From an optimization exercise on the open Yosys and OpenROAD flow, aimed at small area; shortcuts taken in it are not production practice. Only simulation tests tie the RTL to the original design; equivalence was not proved. No activity file was given, so power comes from the tool's default toggle rates.

Design perm_result_buf, start of the top module:
module perm_result_buf #(
  parameter int NWORDS = 25,
  parameter int NBYTES = 8*NWORDS
) (
  input  logic        clk,
  input  logic        rst,
  input  logic        pushout,
  input  logic        firstout,
  input  logic [63:0] dout,
  output logic        stopout,
  input  logic        rd_req,
  input  logic [7:0]  rd_addr,
  input  logic [7:0]  rd_len,
  input  logic        rd_stall,
  output logic        rd_valid,
  output logic [7:0]  rd_data,
  output logic        rd_last,
  output logic        buf_full,
  input  logic        buf_release,
  output logic        rd_err,
  output logic        frame_err,
  output logic        ovf_err
);
Settings: LEC_CHECK=0, CAP_MARGIN=10, CORE_MARGIN=2, CORE_UTILIZATION=80, PLACE_DENSITY=0.85, SLEW_MARGIN=10, SYNTH_HIERARCHICAL=1; clock period 6.0 ns.
standard.sh (not shown) runs the stock make flow with config.mk's settings and CLKGATE_MAP_FILE= SYNTH_SCRIPT=/design/flow/synth_recipe.tcl, a recipe that flattens the netlist after the stock synthesis.
==> flow/flow/run.sh <==
#!/bin/bash
# The standard layout (standard.sh, the ORFS flow, standard synthesis unchanged) with three
# changes: after floorplan every combinational cell is swapped for the smallest of its family
# (flow/downsize.tcl; the later repair steps size up what needs it); port buffers are buf_1
# instead of the default delay cell; and the clock tree is built from clkbuf_8 with 20-sink (at most 40 um wide)
# clusters and no dummy loads. Each ORFS step logs to orfs/logs/; make's output goes to
# standard.log, the downsizing step's to downsize.log.
set -uo pipefail
KNOBS=("BUFFER_PORTS_ARGS=-buffer_cell sky130_fd_sc_hd__buf_1"
  "CTS_ARGS=-sink_clustering_enable -repair_clock_nets -dont_use_dummy_load -sink_clustering_size 20 -sink_clustering_max_diameter 40 -buf_list sky130_fd_sc_hd__clkbuf_8")
bash standard.sh "${KNOBS[@]}" floorplan > standard.log 2>&1 || exit 1
RES=orfs/results/${FLOW_PLATFORM:-sky130hd}/perm_result_buf/base
DOWNSIZE_ODB=$RES/2_floorplan.odb \
  openroad -no_init -exit flow/downsize.tcl > downsize.log 2>&1 || exit 1
bash standard.sh "${KNOBS[@]}" finish >> standard.log 2>&1
Other scripts of this flow, unchanged in this note and not shown: flow/flow/downsize.tcl
The starting point produced a clean layout.
Next try:
==> flow/flow/run.sh (replaced) <==
#!/bin/bash
# The standard layout (standard.sh, the ORFS flow, standard synthesis unchanged) with three
# changes: after floorplan every combinational cell is swapped for the smallest of its family
# (flow/downsize.tcl; the later repair steps size up what needs it); port buffers are buf_1
# instead of the default delay cell; and the clock tree is built from clkbuf_8 with 16-sink
# clusters and no dummy loads. Each ORFS step logs to orfs/logs/; make's output goes to
# standard.log, the downsizing step's to downsize.log.
set -uo pipefail
KNOBS=("BUFFER_PORTS_ARGS=-buffer_cell sky130_fd_sc_hd__buf_1"
  "CTS_ARGS=-sink_clustering_enable -repair_clock_nets -dont_use_dummy_load -sink_clustering_size 16 -sink_clustering_max_diameter 100 -buf_list sky130_fd_sc_hd__clkbuf_8")
bash standard.sh "${KNOBS[@]}" floorplan > standard.log 2>&1 || exit 1
RES=orfs/results/${FLOW_PLATFORM:-sky130hd}/perm_result_buf/base
DOWNSIZE_ODB=$RES/2_floorplan.odb \
  openroad -no_init -exit flow/downsize.tcl > downsize.log 2>&1 || exit 1
bash standard.sh "${KNOBS[@]}" finish >> standard.log 2>&1
--- a/flow/config.mk
+++ b/flow/config.mk
@@ -9,4 +9,5 @@
 export CORE_MARGIN = 2
 export CORE_UTILIZATION = 80
+export GPL_TIMING_DRIVEN = 0
 export PLACE_DENSITY = 0.85
 export SLEW_MARGIN = 10
- With this change the flow finished but fails on capacitance limit, slew limit, setup timing
- setup slack loses 0.69 ns
- via count goes down by 0.99%
- wire length goes down by 5.2%
Next try:
--- a/flow/config.mk
+++ b/flow/config.mk
@@ -9,5 +9,4 @@
 export CORE_MARGIN = 2
 export CORE_UTILIZATION = 80
-export GPL_TIMING_DRIVEN = 0
 export PLACE_DENSITY = 0.85
 export SLEW_MARGIN = 10
Outcome: Now the flow produced a clean layout; first-iteration DRC count is higher by roughly a tenth; core utilization is lower by 0.96 points; die area does not change; via count climbs slightly; synthesized cell count stays the same; clock skew increases by 0.0054 ns; maximum frequency grows by roughly a tenth.
Next try:
--- a/flow/config.mk
+++ b/flow/config.mk
@@ -6,8 +6,7 @@
 export NUM_CORES = 4
 export LEC_CHECK = 0
-export CAP_MARGIN = 10
+export CAP_MARGIN = 15
 export CORE_MARGIN = 2
-export CORE_UTILIZATION = 80
-export PLACE_DENSITY = 0.85
-export SLEW_MARGIN = 10
+export CORE_UTILIZATION = 70
+export SLEW_MARGIN = 15
 export SYNTH_HIERARCHICAL = 1
Wire length rose by 1.1%.
Worst setup slack gets better by 0.034 ns.
Critical path depth rose by 1.
Clock-buffer cell count is unchanged.
Utilization fell by 9.3 points.
Clock power is about the same.
Sequential share of layout area fell by 0.50 points.
Clock skew fell by 0.0030 ns.
Next try:
--- a/flow/config.mk
+++ b/flow/config.mk
@@ -6,7 +6,8 @@
 export NUM_CORES = 4
 export LEC_CHECK = 0
-export CAP_MARGIN = 15
+export CAP_MARGIN = 10
 export CORE_MARGIN = 2
-export CORE_UTILIZATION = 70
-export SLEW_MARGIN = 15
+export CORE_UTILIZATION = 84
+export PLACE_DENSITY = 0.9
+export SLEW_MARGIN = 10
 export SYNTH_HIERARCHICAL = 1
Effect: Synthesized area does not change. Clock power fell slightly. Power increases slightly. Global-route usage increases by 9.6 points. Hold slack improves by 0.017 ns. Sequential cell count stays the same. Design area decreases slightly. Via count is higher by a few percent. Clock-buffer cell count stays the same. Utilization grows by 14 points.
Next try:
--- a/flow/config.mk
+++ b/flow/config.mk
@@ -6,8 +6,8 @@
 export NUM_CORES = 4
 export LEC_CHECK = 0
-export CAP_MARGIN = 10
+export CAP_MARGIN = 15
 export CORE_MARGIN = 2
-export CORE_UTILIZATION = 84
-export PLACE_DENSITY = 0.9
-export SLEW_MARGIN = 10
+export CORE_UTILIZATION = 80
+export PLACE_DENSITY = 0.85
+export SLEW_MARGIN = 15
 export SYNTH_HIERARCHICAL = 1
=>
- die area grows by a few percent
- wire length drops by a few percent
- clock skew fell by 0.011 ns
- count of clock-buffer cells in the layout is unchanged
- worst setup slack gets worse by 0.036 ns
- power went down slightly

[static timing again, ports no longer ideal]
Ports are ideal in the flow. The routed layouts listed here were re-timed in OpenROAD. Step 1 (the two cells are an assumption about what drives the block):
set clk [get_ports {clk}]
set_driving_cell -lib_cell sky130_fd_sc_hd__clkbuf_16 $clk
set_driving_cell -lib_cell sky130_fd_sc_hd__buf_2 [delete_from_list [all_inputs] $clk]
Step 2, shift: input delay + t, output delay - t, t = (earliest + latest rising clock arrival at the registers) / 2. This alone moves slack from input paths to output paths. Slacks: ideal / step 1 / step 2; pairs: ideal / step 1.
| run | t, ns | slack for setup (ns) | worst data-port slew with drivers (ns) | pins driven straight from the clock port |
|---|---|---|---|---|
| the first run | 0.911 | 0.345 / 0.345 / -0.420 | 0.17 | 1 |
| the second run | 0.869 | -0.350 / -0.350 / -1.116 | 0.17 | 1 |
| the third run | 0.857 | 0.378 / 0.378 / -0.354 | 0.17 | 1 |
| the fourth run | 0.853 | 0.412 / 0.412 / -0.306 | 0.15 | 1 |
| the fifth run | 0.822 | 0.283 / 0.283 / -0.452 | 0.14 | 1 |
| the sixth run | 0.867 | 0.248 / 0.248 / -0.468 | 0.17 | 1 |
With both steps, setup timing fails in 5 of these runs, where it was met with ideal ports. The setup slack of the second run, which loses most, moves by 0.000 ns with the drivers and by -0.766 ns with both steps.
